What follows belongs to an exercise in optimizing a design on an open flow for small area, a short achievable clock period and few clock cycles; a production flow would make more cautious choices. For this run, only the layout was checked, not whether the RTL still works.

### flow/config.mk
export PLATFORM = sky130hd
export DESIGN_NAME = conv_top
export DESIGN_NICKNAME = conv_top
export VERILOG_FILES = /design/flow/design.v
export SDC_FILE = /design/flow/constraint.sdc
export NUM_CORES = 4
export LEC_CHECK = 0
export CAP_MARGIN = 20
export CORE_MARGIN = 2
export CORE_UTILIZATION = 40
export SLEW_MARGIN = 20
### flow/constraint.sdc
create_clock -name core_clock -period 11.0 [get_ports {clock}]
set_input_delay 2.2000 -clock core_clock [delete_from_list [all_inputs] [get_ports {clock}]]
set_output_delay 2.2000 -clock core_clock [all_outputs]
set_load 0.01 [all_outputs]
### flow/design.v
`default_nettype none
package conv_pkg;
  localparam int DATA_W = 16;
  localparam int ACC_W = 32;
  localparam int WINDOW_DIM = 3;
  localparam int TAP_COUNT = 9;
  localparam int TAP_W = 4;
  localparam int TILES_PER_SIDE = 4;
  localparam int TILE_COUNT = 16;
  localparam int TILE_W = 4;
  localparam int IMAGE_ADDR_W = 8;
  localparam int FILTER_ADDR_W = 4;
  localparam int OUTPUT_ADDR_W = 4;
endpackage
`default_nettype wire
`timescale 1ns/1ps
`default_nettype none
module window_sequencer (
  input  wire logic                    clock,
  input  wire logic                    rst_n,
  input  wire logic                    go,
  output logic [1:0]                   ph_r,
  output logic [1:0]                   ph_c,
  output logic                         running,
  output logic [conv_pkg::TILE_W-1:0]  tile,
  output logic [conv_pkg::IMAGE_ADDR_W-1:0] image_address,
  output logic                         image_enable,
  output logic                         mac_first,
  output logic                         mac_last
);
  logic [1:0] end_r;
  logic [1:0] end_c;
  logic       tile_end;
  logic       run_d1;
  logic       run_d2;
  logic       run_d3;
  logic [1:0] first_r;
  logic [3:0] row;
  logic [3:0] col;
  assign tile_end = (ph_r == end_r) && (ph_c == end_c);
  assign row = {tile[3:2], 1'b0} + {2'b00, tile[3:2]} + {2'b00, ph_r};
  assign col = {tile[1:0], 1'b0} + {2'b00, tile[1:0]} + {2'b00, ph_c};
  assign image_address = {row, col};
  assign image_enable  = running;
  assign first_r   = (end_r == 2'd2) ? 2'd0 : end_r + 2'd1;
  assign mac_first = (ph_r == first_r) && (ph_c == end_c);
  assign mac_last  = run_d3 && mac_first;
  always_ff @(posedge clock) begin
    if (!rst_n) begin
      ph_r    <= '0;
      ph_c    <= '0;
      running <= 1'b0;
      tile    <= '0;
      run_d1  <= 1'b0;
      run_d2  <= 1'b0;
      run_d3  <= 1'b0;
    end else begin
      ph_c <= (ph_c == 2'd2) ? 2'd0 : ph_c + 2'd1;
      if (ph_c == 2'd2) ph_r <= (ph_r == 2'd2) ? 2'd0 : ph_r + 2'd1;
      run_d1 <= running;
      run_d2 <= run_d1;
      run_d3 <= run_d2;
      if (go) begin
        running <= 1'b1;
      end else if (running && tile_end) begin
        tile <= tile + 1'b1;
        if (tile == conv_pkg::TILE_W'(conv_pkg::TILE_COUNT - 1)) running <= 1'b0;
      end
    end
  end
  always_ff @(posedge clock) begin
    if (go) begin
      end_r <= ph_r;
      end_c <= ph_c;
    end
  end
endmodule
`default_nettype wire
`timescale 1ns/1ps
`default_nettype none
module filter_cache (
  input  wire logic                     clock,
  input  wire logic                     rst_n,
  input  wire logic [1:0]               ph_r,
  input  wire logic [1:0]               ph_c,
  input  wire logic                     running,
  input  wire logic [conv_pkg::TILE_W-1:0] tile,
  input  wire logic                     mac_last,
  input  wire logic [conv_pkg::DATA_W-1:0]        filter_data,
  output logic [conv_pkg::FILTER_ADDR_W-1:0]      filter_address,
  output logic                          filter_enable,
  output logic [conv_pkg::DATA_W-1:0]             filter_tap
);
  logic [conv_pkg::DATA_W-1:0] ring [conv_pkg::TAP_COUNT];
  logic filled;
  logic fetch_d;
  assign filter_enable  = running && !filled && (tile == '0);
  assign filter_address = {ph_r, 1'b0} + {2'b00, ph_r} + {2'b00, ph_c};
  assign filter_tap     = ring[conv_pkg::TAP_COUNT-1];
  always_ff @(posedge clock) begin
    if (!rst_n) begin
      filled  <= 1'b0;
      fetch_d <= 1'b0;
    end else begin
      fetch_d <= filter_enable;
      if (mac_last) filled <= 1'b1;
    end
  end
  always_ff @(posedge clock) begin
    for (int i = 0; i < conv_pkg::TAP_COUNT - 1; i++) ring[i] <= ring[i+1];
    ring[conv_pkg::TAP_COUNT-1] <= fetch_d ? filter_data : ring[0];
  end
endmodule
`default_nettype wire
`timescale 1ns/1ps
`default_nettype none
module tile_mac (
  input  wire logic                      clock,
  input  wire logic [conv_pkg::DATA_W-1:0] image_data,
  input  wire logic [conv_pkg::DATA_W-1:0] filter_tap,
  input  wire logic                      first,
  output logic [conv_pkg::DATA_W-1:0]    pixel,
  output logic [conv_pkg::ACC_W-1:0]     acc
);
  always_ff @(posedge clock) begin
    pixel <= image_data;
    acc   <= (first ? '0 : acc) + conv_pkg::ACC_W'($signed(pixel) * $signed(filter_tap));
  end
endmodule
`default_nettype wire
`timescale 1ns/1ps
`default_nettype none
module output_writer (
  input  wire logic                     clock,
  input  wire logic                     rst_n,
  input  wire logic                     go,
  input  wire logic                     mac_last,
  input  wire logic [conv_pkg::TILE_W-1:0] tile,
  input  wire logic [conv_pkg::ACC_W-1:0] acc,
  output logic [conv_pkg::OUTPUT_ADDR_W-1:0]      output_address,
  output logic [conv_pkg::DATA_W-1:0]             output_data,
  output logic                          output_write,
  output logic                          finish
);
  assign output_address = tile - 1'b1;
  assign output_write   = mac_last;
  assign output_data    = acc[conv_pkg::ACC_W-1] ? '0 : acc[conv_pkg::ACC_W-1 -: conv_pkg::DATA_W];
  always_ff @(posedge clock) begin
    if (!rst_n) begin
      finish <= 1'b0;
    end else if (output_write && (tile == '0)) begin
      finish <= 1'b1;
    end else if (go) begin
      finish <= 1'b0;
    end
  end
endmodule
`default_nettype wire
`timescale 1ns/1ps
`default_nettype none
module conv_top (
  input  wire logic                     clock,
  input  wire logic                     rst_n,
  input  wire logic                     go,
  output logic                          finish,
  output logic [conv_pkg::IMAGE_ADDR_W-1:0]       image_address,
  output logic                          image_enable,
  input  wire logic [conv_pkg::DATA_W-1:0]        image_data,
  output logic [conv_pkg::FILTER_ADDR_W-1:0]      filter_address,
  output logic                          filter_enable,
  input  wire logic [conv_pkg::DATA_W-1:0]        filter_data,
  output logic [conv_pkg::OUTPUT_ADDR_W-1:0]      output_address,
  output logic [conv_pkg::DATA_W-1:0]             output_data,
  output logic                          output_write
);
  logic [1:0]                  ph_r;
  logic [1:0]                  ph_c;
  logic                        running;
  logic [conv_pkg::TILE_W-1:0] tile;
  logic                        mac_first;
  logic                        mac_last;
  logic [conv_pkg::DATA_W-1:0] filter_tap;
  logic [conv_pkg::DATA_W-1:0] pixel;
  logic [conv_pkg::ACC_W-1:0]  acc;
  window_sequencer u_sequencer (
    .clock         (clock),
    .rst_n         (rst_n),
    .go            (go),
    .ph_r          (ph_r),
    .ph_c          (ph_c),
    .running       (running),
    .tile          (tile),
    .image_address (image_address),
    .image_enable  (image_enable),
    .mac_first     (mac_first),
    .mac_last      (mac_last)
  );
  filter_cache u_filter_cache (
    .clock          (clock),
    .rst_n          (rst_n),
    .ph_r           (ph_r),
    .ph_c           (ph_c),
    .running        (running),
    .tile           (tile),
    .mac_last       (mac_last),
    .filter_data    (filter_data),
    .filter_address (filter_address),
    .filter_enable  (filter_enable),
    .filter_tap     (filter_tap)
  );
  tile_mac u_tile_mac (
    .clock      (clock),
    .image_data (image_data),
    .filter_tap (filter_tap),
    .first      (mac_first),
    .pixel      (pixel),
    .acc        (acc)
  );
  output_writer u_output_writer (
    .clock          (clock),
    .rst_n          (rst_n),
    .go             (go),
    .mac_last       (mac_last),
    .tile           (tile),
    .acc            (acc),
    .output_address (output_address),
    .output_data    (output_data),
    .output_write   (output_write),
    .finish         (finish)
  );
endmodule
`default_nettype wire
### flow/run.sh
#!/bin/bash
# synth_recipe.tcl (not shown) runs the flow's synth.tcl, then flattens the netlist and writes it again
# the make line also repeats each setting of config.mk as NAME=value (left out here)
make -C /OpenROAD-flow-scripts/flow DESIGN_CONFIG=/design/flow/config.mk WORK_HOME=/design/flow/orfs CLKGATE_MAP_FILE= SYNTH_SCRIPT=/design/flow/synth_recipe.tcl finish
==> qor.csv <==
stage,metric,value,unit
worst_hold_path,Worst Hold Class,register to register,
critical_path,WP data required,11480,ps
clock_tree,Worst-Skew Late Latency,550,ps
synthesis,post-synth top area share,36.8,%
critical_path,reg2reg start,u_filter_cache.ring[8][1]$_DFF_P_,
die,Die W,205,um
critical_path,R2R depth,20,
sta,Final Max Tran Viols,0,
synthesis,Synth Instances,1539,
clock_tree,CTS tree,yes,
global_route,GRT overflow,0,
sta,endpoints failing setup,0,
synthesis,distinct cell type count after synthesis,51,
detailed_routing,DR WL/cell,15.4,um
sta,fmax,154,MHz
final_layout,area of the multi-input gates,10400,sq um
critical_path,critical path class,register to register,
detailed_routing,Vias/cell,4.55,
placement,Final GP Congestion,0.794,
critical_path,R2R setup slack,4490,ps
die,Die Ht,205,um
detailed_routing,ANT nets after route,0,
global_route,initial antenna violation count,0,
synthesis,Ys Warns,5,
synthesis,post-synth top area cell,fa_1,
sta,Worst-Margin Slew,878,ps
global_route,largest net degree at the start of global routing,35,
synthesis,syn avg cell area,10.5,sq um
placement,Post-DP HPWL,26.5,mm
worst_hold_path,hold path endpoint,u_filter_cache.ring[4][1]$_DFF_P_,
global_route,vias in the first global route,10900,
critical_path,Critical Path Start Type,register,
clock_tree,clock tree sinks,211,
clock_tree,Post-CTS Resized,0,
flow_run,number of max-cap violations,0,
die,DIE AREA,42100,sq um
sta,Final Critical Period,6510,ps
sta,RSZ-0062 raised after global routing,no,
critical_path,CP Launch Point,u_filter_cache.ring[8][1]$_DFF_P_,
global_route,global-route wire length before repair,57.2,mm
sta,Relative slew margins,41.4,%
detailed_routing,TritonRoute pass-1 iters,5,
final_layout,FILL cells,3769,
synthesis,predominant post-synthesis flop cell,dfxtp_1,
final_layout,NumNets Final,2038,
status,outcome,finished clean,
clock_tree,Num CTS Buffers,26,
clock_tree,clk root buf,clkbuf_16,
synthesis,number of synthesized flops with an enable pin,4,
sta,Tcrit/Tclk final,59.1,%
placement,dpl cells,2093,
final_layout,layout cell share with drive strength beyond 1,4.58,%
global_route,GRT Total Usage,17.2,%
critical_path,Critical Path Sink Type,register,
synthesis,synth cell count leaders,"inv_1, fa_1, dfxtp_1",
worst_hold_path,Hold Path Stages,0,
synthesis,Post-synth ARST share,0,%
die,total core area,39800,sq um
critical_path,Max Fanout on Critical Path,17,
detailed_routing,number of remaining DRC errors,0,
clock_tree,hold buffers post-CTS,0,
synthesis,ranking of synthesized cells by area,"fa_1, dfxtp_1, ha_1",
sta,Worst Clk Skew,23.4,ps
clock_tree,H-tree levels,1,
detailed_routing,vias post-DR,9742,
final_layout,register area,4260,sq um
detailed_routing,DRT Wirelength,33.0,mm
worst_hold_path,hold_sp,u_filter_cache.ring[5][1]$_DFF_P_,
final_layout,Layout area overhead,13.2,%
die,Initial Util,40.7,%
detailed_routing,DR iter-0 viols,415,
critical_path,Crit path arrival time,6980,ps
clock_tree,number of setup buffers added after CTS,0,
synthesis,top-count cell post-synth,inv_1,
final_layout,Non-Filler Instances,2142,
synthesis,synthesized area,16200,sq um
placement,input/output buffers,69,
die,io pins,71,
die,# rows,73,
synthesis,post-synthesis sequential area ratio,26.3,%
sta,sum of negative setup slack,0,ps
critical_path,r2r endpoint,u_tile_mac.acc[31]$_DFF_P_,
clock_tree,Max Buffers Root-to-Sink,3,
sta,"Hold Violations, Final",0,
clock_tree,"Clk pin slew, worst setup/hold paths",60,ps
synthesis,Synth Register Bits,211,
synthesis,syn nets,1981,
## final cells by class
type	instances	area share [%]
Clock inverter	14	1.14
Inverter	359	7.35
Multi-Input combinational cell	928	56.9
Clock buffer	34	3.99
Timing Repair Buffer	70	3.81
Sequential cell	211	23.3
Antenna cell	1	0.0136
Tap cell	525	3.58
## per-stage QoR
step | util (%) | hold slack, ps | cell area, sq um | setup slack (ps)
after CTS | 46.0 | 315 | 18300 | 4450
after detailed placement | 43.7 | 312 | 17400 | 4510
after floorplan | - | 310 | 16200 | 4950
after global placement | 43.7 | 310 | 17400 | 4580
final | 46.0 | 316 | 18300 | 4490
after global routing | 46.0 | 321 | 18300 | 4010
## cell families (layout without fill, tap and decap cells)
logic type | Yosys count | count (layout) | synth area share, %
xor gates and xnor gates | 49 | 49 | 2.65
AOI/OAI and AO/OA | 71 | 71 | 3.00
buffers and inverters | 400 | 477 | 9.30
muxes | 17 | 17 | 1.17
adders and majority gates | 407 | 407 | 45.3
and+or+nand+nor | 383 | 383 | 12.3
other | 1 | 2 | 0.0232
DFF | 211 | 211 | 26.3
## worst max-delay path, stage by stage, from the launching register on
cell and delay (ps):
dfxtp_1 480, nand2_1 230, inv_1 80, fa_1 720
inv_1 120, fa_1 690, inv_1 190, fa_1 490
fa_1 510, fa_1 500, inv_1 50, fa_1 480
inv_1 40, ha_1 330, a21o_4 240, a211oi_2 330
o21ai_1 140, a211o_1 310, a31o_1 230, a21oi_2 140
xnor2_1 120
## state kept, by name, indices dropped and copies added (netlist names), 2 cells and up
register             count
u_filter_cache.ring    144
u_sequencer.end_c        2
u_sequencer.end_r        2
u_sequencer.ph_c         2
u_sequencer.ph_r         2
u_sequencer.tile         4
u_tile_mac.acc          32
u_tile_mac.pixel        16
## worst max-delay path by stage
| stage | to | slack [ps] | cells past startpoint |
|---|---|---|---|
| 2_1_floorplan | u_tile_mac.acc[31]$_DFF_P_ | 4950 | 21 |
| 3_3_place_gp | u_tile_mac.acc[31]$_DFF_P_ | 4580 | 20 |
| 3_5_place_dp | u_tile_mac.acc[31]$_DFF_P_ | 4510 | 20 |
| 4_1_cts | u_tile_mac.acc[31]$_DFF_P_ | 4450 | 20 |
| 5_1_grt | u_tile_mac.acc[31]$_DFF_P_ | 4010 | 20 |
| 6_report | u_tile_mac.acc[31]$_DFF_P_ | 4490 | 20 |
## cells in the final DEF (no fill, tap or decap), drive strengths merged, types with 3 or more instances in the layout
| master | instances |
|---|---|
| edfxtp | 4 |
| or3 | 3 |
| ha | 109 |
| xnor2 | 41 |
| dfxtp | 207 |
| nand4 | 4 |
| clkbuf | 34 |
| nand2 | 136 |
| nor2 | 28 |
| o21a | 4 |
| bufinv | 4 |
| and2 | 164 |
| a21oi | 23 |
| a21o | 5 |
| clkdlybuf4s50 | 69 |
| nor2b | 18 |
| clkinv | 5 |
| a31o | 3 |
| a211oi | 5 |
| xor2 | 8 |
| nand2b | 7 |
| nor3 | 4 |
| mux2 | 16 |
| nand3 | 13 |
| o21ai | 16 |
| inv | 363 |
| fa | 298 |
## metal layers
layer | vias up | part of all wire, % | global-route usage (%)
met4 | 0 | 1.2 | 2.80
met3 | 30 | 4.3 | 2.36
met5 | - | 0 | 0
met1 | 4905 | 51 | 26.3
met2 | 173 | 44 | 26.3
li1 | 4634 | - | -

==> re-timing with driven ports <==
No port has a modelled driver above. Below, the same layout with a new extraction and two added sets of constraints. Step 1: set_driving_cell puts a clkbuf_16 on clock and a buf_2 on each other input, an assumption about the parent block. Step 2 also shifts input and output timing later by t, the mid clock arrival at the registers, as if the neighbouring blocks saw the same clock. Three values: no drivers, after step 1, after step 2; two values: the first two.
t, ns: 0.586
setup WS [ns]: 4.495 / 4.495 / 4.495
hold slack, ns: 0.316 / 0.316 / 0.316
worst slew at a driven data input, ns: 0.04
cell pins on the clock port's net: 1
After both steps setup and hold are still met in this run. The setup slack of this run moves by 0.000 ns with the drivers and by 0.000 ns with both steps.
